What follows belongs to an exercise in optimizing a design on an open flow for small area, a short achievable clock period and few clock cycles per item; a production flow would make more cautious choices.
Function was checked by simulation only, so behaviour that the tests miss may differ from the original.
No activity file was given, so power comes from the tool's default toggle rates.

File: config.mk
export PLATFORM = sky130hd
export DESIGN_NAME = apu_cluster
export DESIGN_NICKNAME = apu_cluster
export VERILOG_FILES = /design/flow/design.v
export SDC_FILE = /design/flow/constraint.sdc
export NUM_CORES = 4
export LEC_CHECK = 0
export CAP_MARGIN = 20
export CORE_MARGIN = 2
export CORE_UTILIZATION = 40
export PLACE_DENSITY = 0.6
export SETUP_SLACK_MARGIN = 5
export SLEW_MARGIN = 20
export TNS_END_PERCENT = 0
File: constraint.sdc
create_clock -name core_clock -period 9.0 [get_ports {clk_i}]
set_input_delay 1.8000 -clock core_clock [delete_from_list [all_inputs] [get_ports {clk_i}]]
set_output_delay 1.8000 -clock core_clock [all_outputs]
set_load 0.01 [all_outputs]
File: design.v
`timescale 1ns/1ps
package apu_pkg;
   localparam int NB_CORES = 4;
   localparam int NB_TYPES = 2;
   localparam int TAG_W    = $clog2(NB_CORES);
   localparam int MULT_LATENCY = 3;
   localparam int DIV_LATENCY  = 34;
   typedef logic [31:0]         word_t;
   typedef logic [TAG_W-1:0]    core_tag_t;
   typedef logic [NB_CORES-1:0] core_mask_t;
   typedef logic [1:0] op_t;
   typedef enum logic [$clog2(NB_TYPES)-1:0] {
      APU_MULT,
      APU_DIV
   } apu_type_e;
   typedef enum logic [1:0] {
      MUL_LO,
      MUL_H,
      MUL_HSU,
      MUL_HU
   } mult_op_e;
   typedef enum logic [1:0] {
      DIV_S,
      DIV_U,
      REM_S,
      REM_U
   } div_op_e;
endpackage
`timescale 1ns/1ps
module apu_core_unit #(
   parameter int ADD_ARCH = 0
) (
   input  logic        clk_i,
   input  logic        rst_i,
   input  logic        req_i,
   input  logic        type_i,
   input  logic [1:0]  op_i,
   input  logic [31:0] operand_a_i,
   input  logic [31:0] operand_b_i,
   output logic        ack_o,
   output logic        valid_o,
   output logic [31:0] result_o
);
   logic        ph_neg_q;    
   logic        ph_div_q;    
   logic        ph_mul_q;    
   logic        ph_fa_q;     
   logic        ph_fin_q;    
   logic        busy;
   logic [4:0]  cnt_q;
   logic        ack_q;
   logic        valid_q;
   logic        dneg_q;      
   logic        ext_q;       
   logic        rem_q;       
   logic        neg_q_q;     
   logic        neg_r_q;     
   logic        uhi_q;       
   logic        out_r_q;     
   logic        a_div_q;     
   logic        a_r_q;       
   logic        a_nr_q;      
   logic        cin_q;       
   logic        mskip_q;     
   logic        mlast_q;     
   logic        rneg_q;      
   logic [32:0] r_q;
   logic [31:0] q_q;
   logic        qm1_q;       
   logic [31:0] d_q;
   logic        b_one_q;     
   logic        b_two_q;     
   logic        b_neg_q;     
   assign busy = ph_neg_q | ph_div_q | ph_mul_q | ph_fa_q | ph_fin_q;
   logic [34:0] r_ext;
   logic [34:0] a_op;
   logic [34:0] sum;
   logic [35:0] sum_c;
   assign r_ext = {{2{r_q[32]}}, r_q};
   assign a_op  = ({35{a_div_q}} & {r_q[32], r_q, q_q[31]})
                | ({35{a_r_q}}   & r_ext)
                | ({35{a_nr_q}}  & ~r_ext);
   logic [34:0] d_ext;
   logic [34:0] b_op;
   assign d_ext = {{3{ext_q}}, d_q};
   assign b_op  = (({35{b_one_q}} & d_ext) | ({35{b_two_q}} & {d_ext[33:0], 1'b0})) ^ {35{b_neg_q}};
   apu_prefix_add #(.W(36), .ARCH(ADD_ARCH)) add_i (
      .a_i ({a_op, cin_q}),
      .b_i ({b_op, cin_q}),
      .s_o (sum_c)
   );
   assign sum = sum_c[35:1];
   logic        sneg;        
   logic [31:0] d_suf;       
   logic [47:0] x16;         
   logic [35:0] x4;          
   logic        skip16;
   logic        skip4;
   assign sneg = sum[34];
   always_comb begin
      d_suf = d_q;
      for (int s = 1; s < 32; s = s * 2) begin
         d_suf = d_suf | (d_suf >> s);
      end
   end
   assign x16 = {r_q[31:0], q_q[31:16]};
   assign x4  = {r_q[31:0], q_q[31:28]};
   always_comb begin
      skip16 = ~rneg_q & d_suf[0] & (cnt_q <= 5'd16) & ~|x16[47:31];
      skip4  = ~rneg_q & d_suf[0] & (cnt_q <= 5'd28) & ~|x4[35:31];
      for (int p = 0; p < 31; p++) begin
         skip16 = skip16 & (~x16[p] | d_suf[p+1]);
         skip4  = skip4  & (~x4[p]  | d_suf[p+1]);
      end
   end
   logic skip;
   logic rneg_nxt;           
   assign skip     = skip16 | skip4;
   assign rneg_nxt = ~skip & sneg;
   logic last_div;
   assign last_div = skip16 ? (cnt_q == 5'd16) : skip4 ? (cnt_q == 5'd28) : (cnt_q == 5'd31);
   function automatic logic [2:0] booth(input logic b1, input logic b0, input logic bm1);
      booth[2] = b1;
      booth[1] = (b1 & ~b0 & ~bm1) | (~b1 & b0 & bm1);
      booth[0] = b0 ^ bm1;
   endfunction
   logic [9:0]  mq_nxt;
   logic        mqm1_nxt;
   logic [4:0]  mcnt_nxt;    
   always_comb begin
      if (!busy) begin
         mq_nxt   = operand_a_i[9:0];
         mqm1_nxt = 1'b0;
         mcnt_nxt = 5'd0;
      end else if (mskip_q) begin
         mq_nxt   = q_q[17:8];
         mqm1_nxt = q_q[7];
         mcnt_nxt = cnt_q + 5'd8;
      end else begin
         mq_nxt   = q_q[11:2];
         mqm1_nxt = q_q[1];
         mcnt_nxt = cnt_q + 5'd2;
      end
   end
   logic mskip_nxt;
   logic mlast_nxt;
   assign mskip_nxt = (mcnt_nxt <= 5'd24) &
                      ((~|mq_nxt[7:0] & ~mqm1_nxt) | (&mq_nxt[7:0] & mqm1_nxt));
   assign mlast_nxt = mskip_nxt ? (mcnt_nxt == 5'd24) : (mcnt_nxt == 5'd30);
   logic [2:0]  bd_nxt;
   assign bd_nxt = booth(mq_nxt[1], mq_nxt[0], mqm1_nxt);
   logic        in_sdiv;
   logic        in_dneg;
   logic        in_aneg;     
   logic [31:0] d_in;        
   assign in_sdiv = type_i & ~op_i[0];
   assign in_dneg = in_sdiv & operand_b_i[31];
   assign in_aneg = in_sdiv & operand_a_i[31];
   assign d_in    = in_dneg ? ~operand_b_i : operand_b_i;
   logic fin_div;            
   logic fa_div;             
   assign fin_div = rem_q ? (neg_r_q | rneg_nxt) : neg_q_q;
   assign fa_div  = rem_q & neg_r_q & rneg_nxt;
   always_ff @(posedge clk_i) begin
      if (rst_i) begin
         ph_neg_q <= 1'b0;
         ph_div_q <= 1'b0;
         ph_mul_q <= 1'b0;
         ph_fa_q  <= 1'b0;
         ph_fin_q <= 1'b0;
         ack_q    <= 1'b0;
         valid_q  <= 1'b0;
      end else begin
         ack_q   <= 1'b0;
         valid_q <= 1'b0;
         if (!busy) begin
            if (req_i) begin
               ack_q    <= 1'b1;
               ph_neg_q <= in_aneg;
               ph_div_q <= type_i & ~in_aneg;
               ph_mul_q <= ~type_i;
            end
         end
         if (ph_neg_q) begin
            ph_neg_q <= 1'b0;
            ph_div_q <= 1'b1;
         end
         if (ph_div_q && last_div) begin
            ph_div_q <= 1'b0;
            ph_fa_q  <= fa_div;
            ph_fin_q <= fin_div & ~fa_div;
            valid_q  <= ~fin_div;
         end
         if (ph_mul_q && mlast_q) begin
            ph_mul_q <= 1'b0;
            ph_fin_q <= uhi_q;
            valid_q  <= ~uhi_q;
         end
         if (ph_fa_q) begin
            ph_fa_q  <= 1'b0;
            ph_fin_q <= 1'b1;
         end
         if (ph_fin_q) begin
            ph_fin_q <= 1'b0;
            valid_q  <= 1'b1;
         end
      end
   end
   logic dstep;              
   logic dsk16;              
   logic dsk4;               
   assign dstep = ph_div_q & ~skip;
   assign dsk16 = ph_div_q & skip16;
   assign dsk4  = ph_div_q & ~skip16 & skip4;
   logic [31:0] q_dnxt;
   assign q_dnxt = ({32{dstep}} & {q_q[30:0], ~sneg})
                 | ({32{dsk16}} & {q_q[15:0], 16'h0000})
                 | ({32{dsk4}}  & {q_q[27:0], 4'h0});
   always_ff @(posedge clk_i) begin
      a_div_q <= 1'b0;
      a_r_q   <= 1'b0;
      a_nr_q  <= 1'b0;
      b_one_q <= 1'b0;
      b_two_q <= 1'b0;
      b_neg_q <= 1'b0;
      cin_q   <= 1'b0;
      mskip_q <= mskip_nxt;
      mlast_q <= mlast_nxt;
      if (!busy) begin
         rneg_q <= 1'b0;
         if (type_i) begin
            if (in_aneg) begin
               a_nr_q <= 1'b1;
               cin_q  <= 1'b1;
            end else begin
               a_div_q <= 1'b1;
               b_one_q <= 1'b1;
               b_neg_q <= 1'b1;
               cin_q   <= ~in_dneg;
            end
         end else begin
            a_r_q   <= 1'b1;
            b_one_q <= bd_nxt[0];
            b_two_q <= bd_nxt[1];
            b_neg_q <= bd_nxt[2];
            cin_q   <= bd_nxt[2];
         end
      end
      if (ph_neg_q) begin
         a_div_q <= 1'b1;
         b_one_q <= 1'b1;
         b_neg_q <= 1'b1;
         cin_q   <= ~dneg_q;
      end
      if (ph_div_q) begin
         rneg_q <= rneg_nxt;
         if (last_div) begin
            if (!rem_q) begin
               a_nr_q <= 1'b1;
               cin_q  <= 1'b1;
            end else if (!rneg_nxt) begin
               a_nr_q <= 1'b1;
               cin_q  <= 1'b1;
            end else begin
               a_r_q   <= 1'b1;
               b_one_q <= 1'b1;
               cin_q   <= dneg_q;
            end
         end else begin
            a_div_q <= 1'b1;
            b_one_q <= 1'b1;
            b_neg_q <= ~rneg_nxt;
            cin_q   <= ~rneg_nxt ^ dneg_q;
         end
      end
      if (ph_fa_q) begin
         a_nr_q <= 1'b1;
         cin_q  <= 1'b1;
      end
      if (ph_mul_q) begin
         a_r_q <= 1'b1;
         if (mlast_q) begin
            b_one_q <= 1'b1;
         end else begin
            b_one_q <= bd_nxt[0];
            b_two_q <= bd_nxt[1];
            b_neg_q <= bd_nxt[2];
            cin_q   <= bd_nxt[2];
         end
      end
   end
   always_ff @(posedge clk_i) begin
      if (!busy) begin
         cnt_q <= '0;
      end else if (ph_mul_q) begin
         cnt_q <= mcnt_nxt;
      end else if (ph_div_q) begin
         cnt_q <= cnt_q + (skip16 ? 5'd16 : skip4 ? 5'd4 : 5'd1);
      end
   end
   logic [32:0] r_sh8;
   assign r_sh8 = {{8{r_q[32]}}, r_q[32:8]};
   logic mstep;              
   logic mskip;              
   logic r_sum;              
   logic q_sum;              
   assign mstep = ph_mul_q & ~mskip_q;
   assign mskip = ph_mul_q & mskip_q;
   logic r_quo;              
   assign r_quo = ph_div_q & last_div & ~rem_q & neg_q_q;
   assign r_sum = (dstep & ~r_quo) | ph_fa_q | (ph_fin_q & out_r_q);
   assign q_sum = ph_neg_q | (ph_fin_q & ~out_r_q);
   logic [32:0] r_nxt;
   logic [31:0] q_nxt;
   assign r_nxt = ({33{mstep}}                & sum[34:2])
                | ({33{r_sum}}                & sum[32:0])
                | ({33{mskip}}                & r_sh8)
                | ({33{dsk16 & ~r_quo}}       & {1'b0, x16[31:0]})
                | ({33{dsk4 & ~r_quo}}        & {1'b0, x4[31:0]})
                | ({33{~busy & in_aneg}}      & {1'b0, operand_a_i})
                | ({33{r_quo}}                & {1'b0, q_dnxt});
   assign q_nxt = ({32{q_sum}}                & sum[31:0])
                | ({32{mstep}}                & {sum[1:0], q_q[31:2]})
                | ({32{mskip}}                & {r_q[7:0], q_q[31:8]})
                | q_dnxt
                | ({32{~busy}}                & operand_a_i);
   always_ff @(posedge clk_i) begin
      r_q <= r_nxt;
      q_q <= q_nxt;
      if (!busy) begin
         qm1_q   <= 1'b0;
         d_q     <= d_in;
         dneg_q  <= in_dneg;
         ext_q   <= ~type_i & (op_i == apu_pkg::MUL_H) & operand_b_i[31];
         rem_q   <= op_i[1];
         uhi_q   <= ~type_i & (op_i == apu_pkg::MUL_HU) & operand_a_i[31];
         out_r_q <= type_i ? op_i[1] : (op_i != apu_pkg::MUL_LO);
         neg_r_q <= in_aneg;
         neg_q_q <= in_sdiv & (operand_a_i[31] ^ operand_b_i[31]) & (|operand_b_i);
      end else if (ph_mul_q) begin
         qm1_q <= mskip_q ? q_q[7] : q_q[1];
      end
   end
   assign ack_o    = ack_q;
   assign valid_o  = valid_q;
   assign result_o = out_r_q ? r_q[31:0] : q_q;
endmodule
`timescale 1ns/1ps
module apu_prefix_add #(
   parameter int W    = 36,
   parameter int ARCH = 0
) (
   input  logic [W-1:0] a_i,
   input  logic [W-1:0] b_i,
   output logic [W-1:0] s_o
);
   localparam int L = $clog2(W);
   logic [W-1:0] g0, p0;
   logic [W-1:0] g [0:2*L];
   logic [W-1:0] p [0:2*L];
   assign g0 = a_i & b_i;
   assign p0 = a_i ^ b_i;
   always_comb begin
      for (int l = 0; l <= 2 * L; l++) begin
         g[l] = '0;
         p[l] = '0;
      end
      g[0] = g0;
      p[0] = p0;
      if (ARCH == 0) begin
         for (int l = 0; l < L; l++) begin
            g[l+1] = g[l];
            p[l+1] = p[l];
            for (int i = 0; i < W; i++) begin
               if (((i >> l) & 1) == 1) begin
                  g[l+1][i] = g[l][i] | (p[l][i] & g[l][((i >> l) << l) - 1]);
                  p[l+1][i] = p[l][i] & p[l][((i >> l) << l) - 1];
               end
            end
         end
         for (int l = L; l < 2 * L; l++) begin
            g[l+1] = g[l];
            p[l+1] = p[l];
         end
      end else if (ARCH == 1) begin
         for (int l = 0; l < L; l++) begin
            g[l+1] = g[l];
            p[l+1] = p[l];
            for (int i = (2 << l) - 1; i < W; i += (2 << l)) begin
               g[l+1][i] = g[l][i] | (p[l][i] & g[l][i - (1 << l)]);
               p[l+1][i] = p[l][i] & p[l][i - (1 << l)];
            end
         end
         for (int l = L - 2; l >= 0; l--) begin
            g[2*L-1-l] = g[2*L-2-l];
            p[2*L-1-l] = p[2*L-2-l];
            for (int i = 3 * (1 << l) - 1; i < W; i += (2 << l)) begin
               g[2*L-1-l][i] = g[2*L-2-l][i] | (p[2*L-2-l][i] & g[2*L-2-l][i - (1 << l)]);
               p[2*L-1-l][i] = p[2*L-2-l][i] & p[2*L-2-l][i - (1 << l)];
            end
         end
         g[2*L] = g[2*L-1];
         p[2*L] = p[2*L-1];
      end else begin
         for (int l = 0; l < L; l++) begin
            g[l+1] = g[l];
            p[l+1] = p[l];
            for (int i = (1 << l); i < W; i++) begin
               g[l+1][i] = g[l][i] | (p[l][i] & g[l][i - (1 << l)]);
               p[l+1][i] = p[l][i] & p[l][i - (1 << l)];
            end
         end
         for (int l = L; l < 2 * L; l++) begin
            g[l+1] = g[l];
            p[l+1] = p[l];
         end
      end
   end
   assign s_o = p0 ^ {g[2*L][W-2:0], 1'b0};
endmodule
`timescale 1ns/1ps
module apu_cluster (
   input  logic         clk_i,
   input  logic         rst_i,
   input  logic [3:0]   req_i,
   input  logic [3:0]   type_i,
   input  logic [7:0]   op_i,
   input  logic [127:0] operand_a_i,
   input  logic [127:0] operand_b_i,
   output logic [3:0]   ack_o,
   output logic [3:0]   valid_o,
   output logic [127:0] result_o
);
   for (genvar c = 0; c < apu_pkg::NB_CORES; c++) begin : g_core
      apu_core_unit unit_i (
         .clk_i       (clk_i),
         .rst_i       (rst_i),
         .req_i       (req_i[c]),
         .type_i      (type_i[c]),
         .op_i        (op_i[2*c +: 2]),
         .operand_a_i (operand_a_i[32*c +: 32]),
         .operand_b_i (operand_b_i[32*c +: 32]),
         .ack_o       (ack_o[c]),
         .valid_o     (valid_o[c]),
         .result_o    (result_o[32*c +: 32])
      );
   end
endmodule
File: flow/run.sh
#!/bin/bash
# Own flow: the standard layout (standard.sh, unchanged synthesis and
# steps), with the port buffers made from sky130_fd_sc_hd__buf_1 instead of
# the delay buffer buffer_ports picks by default. Every input and output
# port still gets its own buffer.
set -euo pipefail
export BUFFER_PORTS_ARGS="-buffer_cell sky130_fd_sc_hd__buf_1"
bash standard.sh > standard_flow.log 2>&1
File: standard.sh
#!/bin/bash
# synth_recipe.tcl (not shown) runs the flow's synth.tcl, then flattens the netlist and writes it again
# the make line also repeats each setting of config.mk as NAME=value (left out here)
make -C /OpenROAD-flow-scripts/flow DESIGN_CONFIG=/design/flow/config.mk WORK_HOME=/design/flow/orfs CLKGATE_MAP_FILE= SYNTH_SCRIPT=/design/flow/synth_recipe.tcl "${@:-finish}"
==> results of run 1 <==
-- cell usage after synthesis (all sizes together), types with 24 or more instances --
cell type and instances:
a22oi 217, xnor2 344, and2 27, or3 28
o21ai 242, nor3 71, a221oi 57, nor2 307
a221o 210, o31ai 24, a21oi 287, nand2b 61
o221ai 38, inv 164, o21bai 27, clkbuf 313
nor4 78, mux2 175, nand4 45, xor2 43
nand2 432, o211ai 67, a211oi 41, dfxtp 344
a21o 59, a31oi 46, and3 31, edfxtp 160
a22o 41, nor2b 180, mux2i 103, ha 156
a222oi 131, nand3 111, buf 127, fa 24
-- cell families (layout without fill, tap and decap cells) --
kind of cell             count (synthesis)  count (layout)  synth area share
AO/OA/AOI/OAI                         1692            1693             0.295
AND/OR/NAND/NOR                       1470            1472             0.171
buffers and inverters                  607             811            0.0561
flip-flops                             504             504             0.272
XOR/XNOR                               387             387            0.0789
multiplexers                           278             278            0.0699
adder cells (fa/ha/maj)                180             180            0.0567
other                                    0               3                 0
-- sequential cells by signal, indices dropped and copies added (netlist names), 20 cells and up --
register / cells
g_core.unit_i.d_q: 128
g_core.unit_i.r_q: 132
g_core.unit_i.cnt_q: 20
g_core.unit_i.q_q: 128
-- per-stage QoR --
step           setup slack (ps)  total power [W]  cell area, µm²
5_1_grt                    4520           0.0185           48300
3_5_place_dp               3570           0.0141           45300
4_1_cts                    4740           0.0170           47900
3_3_place_gp               3690           0.0141           45300
2_1_floorplan              4860           0.0106           43100
6_report                   4660           0.0177           48300
-- power by group through the flow --
stage | logic [W] | clock network (W) | registers, W
2_1_floorplan | 0.00719 | 0 | 0.00341
3_3_place_gp | 0.00948 | 0 | 0.00463
5_1_grt | 0.0110 | 0.00281 | 0.00469
6_report | 0.0103 | 0.00269 | 0.00474
3_5_place_dp | 0.00951 | 0 | 0.00462
4_1_cts | 0.00974 | 0.00272 | 0.00456
-- worst max-delay path: cells and delay by family, from the launching register on --
kind,cells,cell delay [ps]
buffers and inverters,1,270
AND/OR/NAND/NOR,4,1880
AO/OA/AOI/OAI,4,1650
flip-flops,1,450
-- path summary, 6_finish.rpt --
| path | startpoint | to | slack [ps] |
|---|---|---|---|
| setup reg to reg | g_core[2].unit_i.cnt_q[1] | g_core[2].unit_i.r_q[27] | 4660 |
| setup / recovery | g_core[2].unit_i.cnt_q[1] | g_core[2].unit_i.r_q[27] | 4660 |
| hold / removal | g_core[3].unit_i.neg_r_q | g_core[3].unit_i.ph_fin_q | 510 |
| hold reg to reg | g_core[3].unit_i.neg_r_q | g_core[3].unit_i.ph_fin_q | 510 |
-- area by class of cell --
cell class	instances	area [µm²]
Clock inverter	32	312
Timing Repair Buffer	526	2590
Tap cell	1403	1760
Multi-Input combinational cell	4010	29300
Clock buffer	86	1830
Inverter	167	627
Fill cell	10600	58500
Sequential cell	504	11800
Antenna cell	3	7.51
-- metal layers --
metal / GRT usage / wire, µm / vias up
met5: 0 / 121 / -
met4: 0.173 / 11900 / 18
met3: 0.0969 / 25500 / 829
met2: 0.503 / 83000 / 3502
met1: 0.444 / 76000 / 21700
li1: - / - / 19900
-- timing repair --
item / in CTS / in global routing
gates cloned: 1 / 3
pin swaps: 11 / 17
endpoints found under the hold margin: 0 / 0
endpoints found under the setup margin: 236 / 199
buffers inserted: 18 / 12
gates resized for setup: 101 / 56
==> out/metrics.yaml, run 1 <==
run_status:
  status: "no timing/DRC/antenna violations"
sta:
  final.setup.tns_ps: 0
  worst_pin_slew_ps: 1210
  period_needed_ps: 4340
  fmax_ghz: 0.230
  finalCritPeriodShare: 0.482
  rsz0062_at_grt: "true"
  setup_violations: 0
  fin_worst_skew_ps: 29.4
  hold_violations: 0
  slew_headroom: 0.196
  whs_ps: 506
  drv_slew: 0
synth:
  netlist.top_cell.by_area: "dfxtp_1"
  synth.distinct_cells: 108
  synth_area_mm2: 0.0429
  ys_async_sr_fraction: 0
  syn-num-nets: 5572
  yosysWarnings: 4
  synth_area_leaders: "dfxtp_1 (16%), edfxtp_1 (11%), xnor2_1 (7.0%)"
  ys.flop_type: "dfxtp_1"
  synth_seq_area_share: 0.272
  synth_top_cell_area_share: 0.160
  synth-edff-count: 160
  ys_ff_latch: 504
  synthCells: 5118
  avgSynthCellArea_um2: 8.39
route:
  drc_errors: 0
  routed_via_density: 6.82
  drt_first_iter_violations: 8005
  finalWirelength_mm: 197
  post_drt_wl_per_cell_um: 29.2
  ant_nets: 0
  dr.pass1.iters: 14
  vias: 45900
critical_path:
  worst-setup-path-type: "reg2reg"
  path_max_fanout: 25
  critPathMaxStageDelay_ps: 880
  rr_worst_depth: 9
  worst_ep_required_time_ps: 9560
  crit_path_start_kind: "register"
  endpoint_kind: "register"
  cpMaxStageDelayCell: "o2111a_1"
  path_cells: "o41ai_4 > nand4_1 > or4b_1 > or4_1 > buf_4 > nor2_1 > o2111a_1 > a31oi_1 > o221ai_1"
  cp_data_arrival_time_ps: 4900
clocking:
  numCtsBuffers: 66
  cts_tree: "done"
  cts_hold_buf: 0
  cts.clk_slew.worst_paths_ps: 60
  htree_levels: 3
  clockBufferDepth: 3
  clockRootBuffer: "clkbuf_16"
  worstSkewPairLatency_ps: 650
  clkSinkCount: 504
worst_hold_path:
  hold_path_depth: 1
  hp-class: "reg2reg"
power_and_ir_drop:
  seqPwrFrac: 0.267
  power.density_mw_per_mm2: 367
  switching_share: 0.519
  p_leak_nw: 18.0
  power_frac_clock: 0.152
  combPwrFrac: 0.581
  p_sw_w: 0.00921
  power.internal_w: 0.00853
  vdd_drop_max_v: 0.000169
placed_design:
  dp_hpwl_mm: 135
  port_buffers: 409
  dp.cells: 6576
  gp_congestion: 1.00
floorplan:
  initial_utilization: 0.402
  die_w_um: 332
  dieArea_mm2: 0.110
  io_pins: 410
  rows: 120
  core_mm2: 0.107
  die_h_um: 332
finish:
  final_cell_mix: "nand2_1 (427), buf_1 (408), xnor2_1 (343), nor2_1 (292), a21oi_1 (283)"
  final_common_cell: "nand2_1"
  synthToLayoutAreaGrowth_pct: 12.5
  drive_gt1_frac: 0.111
  nets: 5729
  final_cells: 6731
  fin_util: 0.452
global_route:
  grt_pass1_wl_mm: 285
  grt_overflow_total: 0
  grt_pass1_vias: 42700
  antenna_found_initial: 12
  grt.total_usage: 0.338
  grt_start_max_net_pins: 66
job:
  drv_cap: 0
Testbench counts, summed over its fixed seeds: cycles 10,736, jobs 3,072.
==> run 2, diff against run 1 <==
--- a/config.mk
+++ b/config.mk
@@ -8,6 +8,8 @@
 export CAP_MARGIN = 20
 export CORE_MARGIN = 2
 export CORE_UTILIZATION = 40
+export CTS_CLUSTER_DIAMETER = 80
+export CTS_CLUSTER_SIZE = 20
 export PLACE_DENSITY = 0.6
 export SETUP_SLACK_MARGIN = 5
 export SLEW_MARGIN = 20
==> out/metrics.yaml, run 2 <==
clocking:
  clkSinkCount: 504
  numCtsBuffers: 44
  cts_hold_buf: 0
  clockBufferDepth: 3
  cts.clk_slew.worst_paths_ps: 90
  worstSkewPairLatency_ps: 640
  cts_tree: "done"
  htree_levels: 2
  clockRootBuffer: "clkbuf_16"
synth:
  ys.flop_type: "dfxtp_1"
  netlist.top_cell.by_area: "dfxtp_1"
  synth_area_mm2: 0.0429
  ys_async_sr_fraction: 0
  synth-edff-count: 160
  ys_ff_latch: 504
  yosysWarnings: 4
  syn-num-nets: 5572
  synth.distinct_cells: 108
  yosysMostFrequentCell: "nand2_1"
  synth_area_leaders: "dfxtp_1 (16%), edfxtp_1 (11%), xnor2_1 (7.0%)"
  synth_top_cell_area_share: 0.160
  synth_seq_area_share: 0.272
  avgSynthCellArea_um2: 8.39
  synthCells: 5118
  synth_common_cells: "nand2_1 (430), dfxtp_1 (344), xnor2_1 (344)"
floorplan:
  initial_utilization: 0.402
  core_mm2: 0.107
  die_w_um: 332
  rows: 120
  die_h_um: 332
  io_pins: 410
  dieArea_mm2: 0.110
finish:
  final_common_cell: "nand2_1"
  synthToLayoutAreaGrowth_pct: 10.9
  largest_reg_flops: 132
  reg_top3: "g_core.unit_i.r_q x132, g_core.unit_i.d_q x128, g_core.unit_i.q_q x128"
  drive_gt1_frac: 0.107
  fin_util: 0.446
  top_register: "g_core.unit_i.r_q"
  final_cell_mix: "nand2_1 (427), buf_1 (408), xnor2_1 (343), nor2_1 (293), a21oi_1 (283)"
  nets: 5704
route:
  ant_nets: 0
  wl_met3_mm: 25.4
  post_drt_wl_per_cell_um: 29.2
  finalWirelength_mm: 196
  wl_met2_mm: 82.5
  routed_via_density: 6.83
  dr.pass1.iters: 14
  met1_length_mm: 75.7
  drc_errors: 0
  drt_first_iter_violations: 7773
  top_layer_used: "met5"
  vias: 45700
sta:
  rsz0062_at_grt: "true"
  hold_violations: 0
  period_needed_ps: 4330
  fin_worst_skew_ps: 23.8
  finalCritPeriodShare: 0.481
  worst_pin_slew_ps: 1200
  fmax_ghz: 0.231
  setup_violations: 0
  slew_headroom: 0.199
  drv_slew: 0
  final.setup.tns_ps: 0
critical_path:
  worst_ep_required_time_ps: 9560
  critPathMaxStageDelay_ps: 890
  endpoint_kind: "register"
  crit_buf_inv: 1
  path_delay_family: "simple AND/OR/NAND/NOR gates"
  crit_path_start_kind: "register"
  cp_data_arrival_time_ps: 4890
  path_max_fanout: 25
  worst-setup-path-type: "reg2reg"
  r2r_slack_ps: 4670
  path_cells: "o41ai_4 > nand4_1 > or4b_1 > or4_1 > buf_4 > nor2_1 > o2111a_1 > a31oi_1 > o221ai_1"
  cpMaxStageDelayCell: "o2111a_1"
power_and_ir_drop:
  vdd_drop_max_v: 0.000220
  p_leak_nw: 17.7
  power.density_mw_per_mm2: 360
placed_design:
  dp_hpwl_mm: 135
  port_buffers: 409
  gp_congestion: 1.00
global_route:
  grt_start_max_net_pins: 66
  grt_pass1_vias: 42400
  grt_overflow_total: 0
  antenna_found_initial: 10
  grt.total_usage: 0.335
  grt_pass1_wl_mm: 283
job:
  drv_cap: 0
worst_hold_path:
  hp-class: "reg2reg"
run_status:
  status: "no timing/DRC/antenna violations"
## run 2: changes by cell type in the layout (fill, tap and decap cells not counted), sizes merged
cell / delta
clkbuf: -35
inv: +14
clkinv: -13
bufinv: -4
buf: -3
diode: -2
clkinvlp: +1
or2: -1
## run 2: where the power goes
group / internal, W / leakage, nW / total [W] / switching, W
clock network: 0.00100 / 0.736 / 0.00212 / 0.00111
logic: 0.00401 / 12.4 / 0.0103 / 0.00627
registers: 0.00296 / 4.53 / 0.00474 / 0.00178
total: 0.00797 / 17.7 / 0.0171 / 0.00917
## run 2: what timing repair did
item,4_1_cts,5_1_grt
resized for setup,99,51
setup endpoints to repair,238,199
pin swaps,11,16
gates cloned,1,2
buffers inserted,17,11
## run 2: cells by family after synthesis
logic type / synth area share
AO/OA/AOI/OAI: 0.295
AND/OR/NAND/NOR: 0.171
buffers and inverters: 0.0561
flip-flops: 0.272
XOR/XNOR: 0.0789
multiplexers: 0.0699
adder cells (fa/ha/maj): 0.0567
## run 2: metal layers
layer  vias up  global-route usage
met5         -                   0
li1      19800                   -
met2      3430               0.500
met1     21600               0.443
met3       782              0.0894
met4        16               0.175
## run 2: metrics by stage
stage               setup slack, ps  hold WS [ps]  power (W)  instances  instance area [µm²]
floorplan                      4860           472     0.0106       5118                43100
global placement               3690           521     0.0141       6575                45300
detailed placement             3570           504     0.0141       6576                45300
CTS                            4730           516     0.0164       6674                47200
global route                   4510           531     0.0179       6687                47600
finish                         4670           509     0.0171       6688                47600
## run 2: layout make-up
type	count	area, µm²
Fill cell	10600	59100
Multi-Input combinational cell	4009	29300
Sequential cell	504	11800
Timing Repair Buffer	524	2550
Tap cell	1403	1760
Clock buffer	50	1180
Inverter	167	627
Clock inverter	30	324
Antenna cell	1	2.50
## run 2: path summary, 6_finish.rpt
| kind | end | cells past startpoint | from |
|---|---|---|---|
| hold reg to reg | g_core[3].unit_i.ph_fin_q | 1 | g_core[3].unit_i.neg_r_q |
| hold / removal | g_core[3].unit_i.ph_fin_q | 1 | g_core[3].unit_i.neg_r_q |
| setup reg to reg | g_core[2].unit_i.r_q[27] | 9 | g_core[2].unit_i.cnt_q[1] |
| setup / recovery | g_core[2].unit_i.r_q[27] | 9 | g_core[2].unit_i.cnt_q[1] |
==> run 3, diff against run 2 <==
--- a/config.mk
+++ b/config.mk
@@ -7,10 +7,10 @@
 export LEC_CHECK = 0
 export CAP_MARGIN = 20
 export CORE_MARGIN = 2
-export CORE_UTILIZATION = 40
+export CORE_UTILIZATION = 55
 export CTS_CLUSTER_DIAMETER = 80
 export CTS_CLUSTER_SIZE = 20
-export PLACE_DENSITY = 0.6
+export PLACE_DENSITY = 0.7
 export SETUP_SLACK_MARGIN = 5
 export SLEW_MARGIN = 20
 export TNS_END_PERCENT = 0
==> out/metrics.yaml, run 3 <==
run_status:
  status: "no timing/DRC/antenna violations"
power_and_ir_drop:
  power_frac_clock: 0.112
  switching_share: 0.533
  finalPower_w: 0.0171
  p_sw_w: 0.00909
  seqPwrFrac: 0.276
  power.density_mw_per_mm2: 362
  vdd_drop_max_v: 0.000305
  p_leak_nw: 17.6
  combPwrFrac: 0.612
  power.internal_w: 0.00797
synth:
  synth.distinct_cells: 108
  synth_area_leaders: "dfxtp_1 (16%), edfxtp_1 (11%), xnor2_1 (7.0%)"
  avgSynthCellArea_um2: 8.39
  synth-edff-count: 160
  synth_common_cells: "nand2_1 (430), dfxtp_1 (344), xnor2_1 (344)"
  netlist.top_cell.by_area: "dfxtp_1"
  ys_async_sr_fraction: 0
  syn-num-nets: 5572
  ys.flop_type: "dfxtp_1"
  yosysWarnings: 4
  synth_seq_area_share: 0.272
  synth_area_mm2: 0.0429
  yosysMostFrequentCell: "nand2_1"
  synthCells: 5118
  synth_top_cell_area_share: 0.160
  ys_ff_latch: 504
floorplan:
  dieArea_mm2: 0.0803
  die_w_um: 283
  die_h_um: 283
  initial_utilization: 0.555
  core_mm2: 0.0773
  io_pins: 410
  rows: 102
clocking:
  clockRootBuffer: "clkbuf_16"
  cts_tree: "done"
  cts_hold_buf: 0
  clkSinkCount: 504
  numCtsBuffers: 37
  htree_levels: 2
  worstSkewPairLatency_ps: 610
  clockBufferDepth: 3
  cts.clk_slew.worst_paths_ps: 90
finish:
  drive_gt1_frac: 0.106
  largest_reg_flops: 132
  final_common_cell: "nand2_1"
  synthToLayoutAreaGrowth_pct: 9.65
  design_area_mm2: 0.0471
  top_register: "g_core.unit_i.r_q"
  reg_top3: "g_core.unit_i.r_q x132, g_core.unit_i.d_q x128, g_core.unit_i.q_q x128"
  nets: 5702
  final_cell_mix: "nand2_1 (427), buf_1 (408), xnor2_1 (341), nor2_1 (293), a21oi_1 (282)"
critical_path:
  crit_path_start_kind: "register"
  path_max_fanout: 16
  r2r-start: "g_core[2].unit_i.r_q[20]"
  path_delay_family: "simple AND/OR/NAND/NOR gates"
  worst-setup-path-type: "reg2reg"
  path_cells: "nor2b_1 > o21bai_1 > a31oi_1 > or4_1 > or2_0 > nor2_4 > o31a_1 > o221ai_1 > a221o_1"
  rr_worst_depth: 9
  crit_buf_inv: 0
  worst_ep_required_time_ps: 9500
  critPathMaxStageDelay_ps: 800
  cp_data_arrival_time_ps: 4790
  r2r_slack_ps: 4710
  r2r-end: "g_core[2].unit_i.r_q[31]"
  cpMaxStageDelayCell: "o31a_1"
  endpoint_kind: "register"
placed_design:
  port_buffers: 409
  dp_hpwl_mm: 127
  placed_area_mm2: 0.0448
  gp_congestion: 1.02
sta:
  fin_worst_skew_ps: 29.5
  slew_headroom: 0.188
  drv_slew: 0
  final.setup.tns_ps: 0
  period_needed_ps: 4290
  rsz0062_at_grt: "true"
  hold_violations: 0
  fmax_ghz: 0.233
  worst_pin_slew_ps: 1220
  finalCritPeriodShare: 0.477
  setup_violations: 0
global_route:
  antenna_found_initial: 6
  grt_pass1_wl_mm: 270
  grt.total_usage: 0.433
  grt_start_max_net_pins: 83
  grt_overflow_total: 0
  grt_pass1_vias: 42400
worst_hold_path:
  hp-class: "reg2reg"
  hold_start: "g_core[3].unit_i.neg_r_q"
  hold_path_depth: 1
  holdPathEnd: "g_core[3].unit_i.ph_fin_q"
route:
  drc_errors: 0
  finalWirelength_mm: 185
  vias: 46300
  post_drt_wl_per_cell_um: 29.3
  ant_nets: 0
  routed_via_density: 7.32
  dr.pass1.iters: 13
  drt_first_iter_violations: 9067
job:
  drv_cap: 0
run 3: cell counts after synthesis:
No cell type changed its count.
run 3: kinds of logic (layout without fill, tap and decap cells):
kind of cell,count (synthesis),in the layout,synth area share
muxes,278,278,0.0699
and+or+nand+nor,1470,1472,0.171
DFF,504,504,0.272
AOI/OAI and AO/OA,1692,1692,0.295
xor gates and xnor gates,387,387,0.0789
other,0,5,0
adders and majority gates,180,180,0.0567
buffers and inverters,607,762,0.0561
run 3: cell type report:
cell class	instances	area, µm²
fillers	7059	30300
multi-input cells	4009	29400
flip-flops and latches	504	11800
repair buffers	529	2630
well taps	1040	1300
clock buffers	48	1050
inverters	167	628
clock inverters	18	248
diodes	5	12.5
run 3: worst max path at each step:
stage | startpoint | to | cells past startpoint
detailed placement | g_core[2].unit_i.b_one_q | g_core[2].unit_i.cin_q | 16
global placement | g_core[2].unit_i.b_one_q | g_core[2].unit_i.cin_q | 16
finish | g_core[2].unit_i.r_q[20] | g_core[2].unit_i.r_q[31] | 9
CTS | g_core[3].unit_i.a_nr_q | g_core[3].unit_i.r_q[29] | 18
floorplan | g_core[2].unit_i.a_r_q | g_core[2].unit_i.cin_q | 17
global route | g_core[3].unit_i.a_nr_q | g_core[3].unit_i.cin_q | 18
run 3: metrics by stage:
stage | hold slack (ps) | instances | utilization | setup WS [ps]
2_1_floorplan | 472 | 5118 | - | 4860
3_3_place_gp | 513 | 6215 | 0.580 | 3710
3_5_place_dp | 527 | 6215 | 0.580 | 3640
4_1_cts | 542 | 6304 | 0.603 | 4770
5_1_grt | 560 | 6318 | 0.609 | 4570
6_report | 535 | 6320 | 0.609 | 4710
run 3: timing repair:
| action | in CTS | in global routing |
|---|---|---|
| setup buffers | 21 | 10 |
| resized for setup | 99 | 62 |
| gates cloned | 2 | 1 |
| pin swaps | 11 | 17 |
| setup endpoints to repair | 221 | 171 |
run 3: power groups by stage:
stage                     Sequential (W)  Combinational, W  Clock (W)
after CTS                        0.00449           0.00977    0.00191
after detailed placement         0.00456           0.00951          0
after global placement           0.00457           0.00946          0
after global routing             0.00463            0.0110    0.00199
after floorplan                  0.00341           0.00719          0
final                            0.00471            0.0104    0.00192
run 3: layer usage:
metal / GRT usage / up-vias / part of all wire
li1: - / 19800 / -
met1: 0.569 / 21400 / 0.37
met2: 0.630 / 4015 / 0.41
met3: 0.136 / 998 / 0.15
met4: 0.240 / 6 / 0.073
met5: 0.00417 / - / 0.00043
==> run 4, diff against run 3 <==
--- a/design.v
+++ b/design.v
@@ -48,6 +48,11 @@
    logic        ph_fin_q;    
    logic        busy;
    logic [4:0]  cnt_q;
+   logic        le16_q;      
+   logic        le28_q;      
+   logic        eq16_q;      
+   logic        eq28_q;      
+   logic        eq31_q;      
    logic        ack_q;
    logic        valid_q;
    logic        dneg_q;      
@@ -106,8 +111,8 @@
    assign x16 = {r_q[31:0], q_q[31:16]};
    assign x4  = {r_q[31:0], q_q[31:28]};
    always_comb begin
-      skip16 = ~rneg_q & d_suf[0] & (cnt_q <= 5'd16) & ~|x16[47:31];
-      skip4  = ~rneg_q & d_suf[0] & (cnt_q <= 5'd28) & ~|x4[35:31];
+      skip16 = ~rneg_q & d_suf[0] & le16_q & ~|x16[47:31];
+      skip4  = ~rneg_q & d_suf[0] & le28_q & ~|x4[35:31];
       for (int p = 0; p < 31; p++) begin
          skip16 = skip16 & (~x16[p] | d_suf[p+1]);
          skip4  = skip4  & (~x4[p]  | d_suf[p+1]);
@@ -118,7 +123,7 @@
    assign skip     = skip16 | skip4;
    assign rneg_nxt = ~skip & sneg;
    logic last_div;
-   assign last_div = skip16 ? (cnt_q == 5'd16) : skip4 ? (cnt_q == 5'd28) : (cnt_q == 5'd31);
+   assign last_div = skip16 ? eq16_q : skip4 ? eq28_q : eq31_q;
    function automatic logic [2:0] booth(input logic b1, input logic b0, input logic bm1);
       booth[2] = b1;
       booth[1] = (b1 & ~b0 & ~bm1) | (~b1 & b0 & bm1);
@@ -298,6 +303,17 @@
          cnt_q <= cnt_q + (skip16 ? 5'd16 : skip4 ? 5'd4 : 5'd1);
       end
    end
+   logic [4:0] cmp_s1, cmp_s4, cmp_s16;
+   assign cmp_s1  = {cnt_q <= 5'd15, cnt_q <= 5'd27, cnt_q == 5'd15, cnt_q == 5'd27, cnt_q == 5'd30};
+   assign cmp_s4  = {cnt_q <= 5'd12, cnt_q <= 5'd24, cnt_q == 5'd12, cnt_q == 5'd24, cnt_q == 5'd27};
+   assign cmp_s16 = {cnt_q == 5'd0,  cnt_q <= 5'd12, cnt_q == 5'd0,  cnt_q == 5'd12, cnt_q == 5'd15};
+   always_ff @(posedge clk_i) begin
+      if (ph_div_q) begin
+         {le16_q, le28_q, eq16_q, eq28_q, eq31_q} <= skip16 ? cmp_s16 : skip4 ? cmp_s4 : cmp_s1;
+      end else begin
+         {le16_q, le28_q, eq16_q, eq28_q, eq31_q} <= 5'b11000;
+      end
+   end
    logic [32:0] r_sh8;
    assign r_sh8 = {{8{r_q[32]}}, r_q[32:8]};
    logic mstep;              
--- a/config.mk
+++ b/config.mk
@@ -7,10 +7,10 @@
 export LEC_CHECK = 0
 export CAP_MARGIN = 20
 export CORE_MARGIN = 2
-export CORE_UTILIZATION = 55
+export CORE_UTILIZATION = 40
 export CTS_CLUSTER_DIAMETER = 80
 export CTS_CLUSTER_SIZE = 20
-export PLACE_DENSITY = 0.7
+export PLACE_DENSITY = 0.6
 export SETUP_SLACK_MARGIN = 5
 export SLEW_MARGIN = 20
 export TNS_END_PERCENT = 0
==> out/metrics.yaml, run 4 <==
placed_design:
  gp_congestion: 1.00
  port_buffers: 409
  dp_hpwl_mm: 141
clocking:
  htree_levels: 2
  cts_tree: "done"
  numCtsBuffers: 49
  clockRootBuffer: "clkbuf_16"
  clkSinkCount: 524
  cts.clk_slew.worst_paths_ps: 90
  worstSkewPairLatency_ps: 680
  clockBufferDepth: 3
critical_path:
  endpoint_kind: "register"
  r2r_slack_ps: 4840
  cp_data_arrival_time_ps: 4740
  crit_path_start_kind: "register"
  path_max_fanout: 9
  worst_ep_required_time_ps: 9580
  worst-setup-path-type: "reg2reg"
finish:
  multi_input_area_mm2: 0.0310
  drive_gt1_frac: 0.120
  nets: 5994
  largest_reg_flops: 132
  synthToLayoutAreaGrowth_pct: 12.2
  fillers: 11000
  top_register: "g_core.unit_i.r_q"
  reg_top3: "g_core.unit_i.r_q x132, g_core.unit_i.d_q x128, g_core.unit_i.q_q x128"
  seq_area_mm2: 0.0122
  final_cell_mix: "nand2_1 (485), buf_1 (408), xnor2_1 (339), nor2_1 (310), dfxtp_1 (304)"
  final_common_cell: "nand2_1"
sta:
  worst_pin_slew_ps: 1200
  finalCritPeriodShare: 0.462
  drv_slew: 0
  period_needed_ps: 4160
  fin_worst_skew_ps: 29.3
  final.setup.tns_ps: 0
  slew_headroom: 0.198
  rsz0062_at_grt: "true"
  hold_violations: 0
  fmax_ghz: 0.241
  setup_violations: 0
route:
  wl_met2_mm: 84.0
  post_drt_wl_per_cell_um: 28.9
  vias: 48000
  met1_length_mm: 79.2
  finalWirelength_mm: 204
  drt_first_iter_violations: 7598
  wl_met3_mm: 27.0
  ant_nets: 0
  top_layer_used: "met5"
  dr.pass1.iters: 14
  drc_errors: 0
  routed_via_density: 6.79
synth:
  synth-edff-count: 160
  avgSynthCellArea_um2: 8.29
  synth_seq_area_share: 0.270
  synth_top_cell_area_share: 0.163
  synth_area_leaders: "dfxtp_1 (16%), edfxtp_1 (11%), xnor2_1 (6.7%)"
  synth_common_cells: "nand2_1 (492), clkbuf_1 (367), dfxtp_1 (364)"
  yosysWarnings: 4
  yosysMostFrequentCell: "nand2_1"
  synth_area_mm2: 0.0448
  netlist.top_cell.by_area: "dfxtp_1"
  synth.distinct_cells: 101
  syn-num-nets: 5865
  synthCells: 5403
  ys_ff_latch: 524
  ys.flop_type: "dfxtp_1"
  ys_async_sr_fraction: 0
power_and_ir_drop:
  power.density_mw_per_mm2: 370
  finalPower_w: 0.0186
  vdd_drop_max_v: 0.000192
  p_leak_nw: 18.3
global_route:
  grt_start_max_net_pins: 84
  grt_pass1_wl_mm: 298
  grt.total_usage: 0.336
  antenna_found_initial: 7
  grt_overflow_total: 0
  grt_pass1_vias: 44600
floorplan:
  rows: 122
  io_pins: 410
  die_w_um: 339
  core_mm2: 0.111
  dieArea_mm2: 0.115
  die_h_um: 339
  initial_utilization: 0.404
job:
  drv_cap: 0
worst_hold_path:
  hp-class: "reg2reg"
run_status:
  status: "no timing/DRC/antenna violations"
==> run 4: cell types whose count changed in the layout (fill, tap and decap cells not counted), moves of 26 or more <==
cell      before  now
a222oi_1     131   73
nand2_1      427  485
a221oi_1      55  101
mux2_2       175  220
mux2i_1      103   59
a31oi_1       44   78
o211ai_1      65   92
a21o_1        59   85
dfxtp_1      278  304
==> run 4: worst paths after layout <==
path	endpoint	from	cells after the start
worst max-delay path	g_core[2].unit_i.r_q[13]	g_core[2].unit_i.r_q[7]	13
worst min register to register	g_core[3].unit_i.ph_fin_q	g_core[3].unit_i.ph_fin_q	1
worst min-delay path	g_core[3].unit_i.ph_fin_q	g_core[3].unit_i.ph_fin_q	1
worst max register to register	g_core[2].unit_i.r_q[13]	g_core[2].unit_i.r_q[7]	13
==> run 4: what timing repair did <==
action                     CTS  global route
setup buffers               28             6
setup endpoints to repair  236           169
pin swaps                   21            10
hold buffers                 0             0
cloned                       1             1
resized for setup          140            66
==> run 4: final cells by class <==
cell class / instances / share of cell area
multi-input cells: 4239 / 0.617
flip-flops and latches: 524 / 0.243
repair buffers: 546 / 0.0550
well taps: 1488 / 0.0371
clock buffers: 54 / 0.0258
inverters: 172 / 0.0130
clock inverters: 38 / 0.00884
diodes: 3 / 0.000149
==> run 4: cell families (layout without fill, tap and decap cells) <==
| group | Yosys count | in the layout | synth area share |
|---|---|---|---|
| muxes | 281 | 281 | 0.0694 |
| xor gates and xnor gates | 390 | 390 | 0.0763 |
| adders and majority gates | 188 | 188 | 0.0566 |
| and+or+nand+nor | 1589 | 1590 | 0.176 |
| DFF | 524 | 524 | 0.270 |
| AOI/OAI and AO/OA | 1790 | 1790 | 0.296 |
| buffers and inverters | 641 | 810 | 0.0556 |
| other | 0 | 3 | 0 |
==> run 4: layer usage <==
metal	up-vias	global-route usage
met3	885	0.101
li1	20800	-
met1	22600	0.442
met2	3659	0.490
met5	-	0
met4	12	0.185
==> run 4: critical path, stage by stage, from the launching register on <==
cell      delay, ps
dfxtp_1         650
nor2b_1          90
a221o_1         310
ha_1            330
a21o_1          170
a21o_1          240
a221o_1         430
a21oi_4         190
o21bai_1        150
fa_1            500
mux2_2          290
a22o_1          190
a221o_1         270
a221o_1         250
==> run 4: per-stage QoR <==
stage | utilization | instance area [µm²] | std cells | setup WS, ps | hold WS [ps]
5_1_grt | 0.453 | 50200 | 7062 | 4740 | 558
3_3_place_gp | 0.427 | 47300 | 6933 | 3940 | 504
2_1_floorplan | - | 44800 | 5403 | 4980 | 456
4_1_cts | 0.450 | 49800 | 7054 | 4900 | 534
6_report | 0.453 | 50200 | 7064 | 4840 | 532
3_5_place_dp | 0.427 | 47300 | 6933 | 3870 | 514
==> run 4: power by group <==
group | internal [W] | leakage (nW) | switching, W
clock | 0.00115 | 0.843 | 0.00124
combinational | 0.00445 | 12.8 | 0.00705
sequential | 0.00307 | 4.69 | 0.00165
total | 0.00867 | 18.3 | 0.00993
Testbench counts of run 4, summed over its fixed seeds: cycles 10,736, jobs 3,072.
==> run 5, diff against run 4 <==
--- a/config.mk
+++ b/config.mk
@@ -7,10 +7,10 @@
 export LEC_CHECK = 0
 export CAP_MARGIN = 20
 export CORE_MARGIN = 2
-export CORE_UTILIZATION = 40
+export CORE_UTILIZATION = 55
 export CTS_CLUSTER_DIAMETER = 80
 export CTS_CLUSTER_SIZE = 20
-export PLACE_DENSITY = 0.6
+export PLACE_DENSITY = 0.7
 export SETUP_SLACK_MARGIN = 5
 export SLEW_MARGIN = 20
 export TNS_END_PERCENT = 0
==> out/metrics.yaml, run 5 <==
route:
  dr.pass1.iters: 14
  drt_first_iter_violations: 7926
  ant_nets: 0
  routed_via_density: 7.29
  drc_errors: 0
  post_drt_wl_per_cell_um: 29.6
  vias: 48400
  finalWirelength_mm: 197
synth:
  synth-edff-count: 160
  ys_async_sr_fraction: 0
  synth_seq_area_share: 0.270
  synth.distinct_cells: 101
  syn-num-nets: 5865
  synth_area_leaders: "dfxtp_1 (16%), edfxtp_1 (11%), xnor2_1 (6.7%)"
  avgSynthCellArea_um2: 8.29
  ys_ff_latch: 524
  synth_top_cell_area_share: 0.163
  synthCells: 5403
  synth_area_mm2: 0.0448
  yosysWarnings: 4
  yosysMostFrequentCell: "nand2_1"
  netlist.top_cell.by_area: "dfxtp_1"
  synth_common_cells: "nand2_1 (492), clkbuf_1 (367), dfxtp_1 (364)"
  ys.flop_type: "dfxtp_1"
global_route:
  grt_pass1_vias: 44600
  grt_start_max_net_pins: 81
  grt.total_usage: 0.443
  grt_pass1_wl_mm: 283
  grt_overflow_total: 0
  antenna_found_initial: 6
power_and_ir_drop:
  power_frac_clock: 0.108
  vdd_drop_max_v: 0.000238
  power.density_mw_per_mm2: 369
  p_leak_nw: 18.3
  power.internal_w: 0.00861
  combPwrFrac: 0.631
  switching_share: 0.531
  seqPwrFrac: 0.261
  p_sw_w: 0.00975
clocking:
  cts.clk_slew.worst_paths_ps: 90
  cts_hold_buf: 0
  clkSinkCount: 524
  worstSkewPairLatency_ps: 630
  cts_tree: "done"
  numCtsBuffers: 39
  htree_levels: 2
  clockBufferDepth: 3
  clockRootBuffer: "clkbuf_16"
placed_design:
  gp_congestion: 1.04
  dp_slack_ps: 4110
  dp_hpwl_mm: 134
  port_buffers: 409
job:
  drv_cap: 0
finish:
  drive_gt1_frac: 0.127
  fin_util: 0.618
  top_register: "g_core.unit_i.r_q"
  nets: 6001
  final_common_cell: "nand2_1"
  final_cell_mix: "nand2_1 (488), buf_1 (408), xnor2_1 (335), nor2_1 (310), dfxtp_1 (284)"
  fillers: 7287
  reg_top3: "g_core.unit_i.r_q x132, g_core.unit_i.d_q x128, g_core.unit_i.q_q x128"
  synthToLayoutAreaGrowth_pct: 11.2
  largest_reg_flops: 132
worst_hold_path:
  hp-class: "reg2reg"
floorplan:
  initial_utilization: 0.556
  die_w_um: 289
  io_pins: 410
  dieArea_mm2: 0.0837
  core_mm2: 0.0805
  rows: 104
  die_h_um: 289
sta:
  final.setup.tns_ps: 0
  worst_pin_slew_ps: 1170
  fin_worst_skew_ps: 30.1
  period_needed_ps: 4150
  drv_slew: 0
  setup_violations: 0
  finalCritPeriodShare: 0.461
  fmax_ghz: 0.241
  hold_violations: 0
  setup_ws_ps: 4850
  rsz0062_at_grt: "true"
  whs_ps: 556
  slew_headroom: 0.219
critical_path:
  worst-setup-path-type: "reg2reg"
  crit_path_start_kind: "register"
  cp_data_arrival_time_ps: 4620
  worst_ep_required_time_ps: 9470
  endpoint_kind: "register"
  path_max_fanout: 17
  r2r_slack_ps: 4850
run_status:
  status: "no timing/DRC/antenna violations"
[run 5: final cells by class]
type | count | area [µm²] | area share
Antenna cell | 7 | 17.5 | 0.000352
Inverter | 172 | 649 | 0.0130
Clock buffer | 47 | 1070 | 0.0215
Multi-Input combinational cell | 4239 | 31200 | 0.627
Clock inverter | 24 | 256 | 0.00515
Timing Repair Buffer | 563 | 3040 | 0.0610
Tap cell | 1060 | 1330 | 0.0266
Sequential cell | 524 | 12200 | 0.246
[run 5: cells by family after synthesis]
family                     synth area share
AOI/OAI and AO/OA                     0.296
xor gates and xnor gates             0.0763
adders and majority gates            0.0566
buffers and inverters                0.0556
DFF                                   0.270
muxes                                0.0694
and+or+nand+nor                       0.176
[run 5: path summary, 6_finish.rpt]
check	end	cells after the start	start
max reg2reg	g_core[1].unit_i.r_q[0]	9	g_core[1].unit_i.r_q[17]
min	g_core[3].unit_i.ph_fin_q	1	g_core[3].unit_i.ph_fin_q
max	g_core[1].unit_i.r_q[0]	9	g_core[1].unit_i.r_q[17]
min reg2reg	g_core[3].unit_i.ph_fin_q	1	g_core[3].unit_i.ph_fin_q
[run 5: timing repair]
| action | CTS | global route |
|---|---|---|
| endpoints found under the setup margin | 201 | 196 |
| setup buffers | 13 | 48 |
| pin swaps | 11 | 41 |
| cloned | 1 | 2 |
| resized for setup | 103 | 174 |
[run 5: power by group through the flow]
stage          Combinational, W  Clock (W)  Sequential [W]
2_1_floorplan           0.00767          0         0.00350
3_3_place_gp             0.0102          0         0.00465
3_5_place_dp             0.0102          0         0.00465
4_1_cts                  0.0105    0.00198         0.00459
5_1_grt                  0.0123    0.00206         0.00472
6_report                 0.0116    0.00198         0.00479
[run 5: through the flow]
step           power (W)  cells  cell area, µm²
2_1_floorplan     0.0112   5403           44800
3_3_place_gp      0.0148   6494           46700
3_5_place_dp      0.0149   6494           46700
4_1_cts           0.0171   6579           48500
5_1_grt           0.0190   6631           49800
6_report          0.0184   6636           49800
[run 5: metal layers]
metal	vias to the layer above	track usage	part of all wire
li1	20800	-	-
met5	-	0.000568	0.000061
met2	4010	0.635	0.41
met3	1058	0.162	0.15
met1	22500	0.564	0.37
met4	2	0.270	0.078
[run 5: worst max-delay path, cell delays in order (launching register included)]
cell	delay, ps
dfxtp_1	430
or4_1	580
nor4_1	260
nand4_1	170
nor4_1	840
nand3_2	660
nand3_1	420
o21ai_4	110
a221oi_1	310
o311ai_0	200

[re-timing with driven ports]
The results above use ideal ports. As a check the final layouts listed here were re-extracted and re-timed, cells and wires unchanged.
Step 1, drivers: a clkbuf_16 drives clk_i and a buf_2 each remaining input, both assumed.
Step 2 times the ports against the registers' clock, not the clock port: input delays grow and output delays shrink by t, the midpoint of the rising clock arrivals with the driver on.
a / b / c = ideal / step 1 / step 2; a / b = the first two.
run | t (ns) | setup slack, ns | clock arrival spread, ns
run 1 | 0.704 | 4.661 / 4.661 / 4.661 | 0.030 / 0.029
run 2 | 0.704 | 4.671 / 4.671 / 4.671 | 0.038 / 0.038
run 3 | 0.667 | 4.705 / 4.705 / 4.705 | 0.032 / 0.032
run 4 | 0.732 | 4.843 / 4.843 / 4.430 | 0.041 / 0.041
run 5 | 0.686 | 4.847 / 4.847 / 4.483 | 0.033 / 0.032
After both steps setup and hold are still met in every run listed. The setup slack of run 4, which loses most, moves by 0.000 ns with the drivers and by -0.413 ns with both steps.
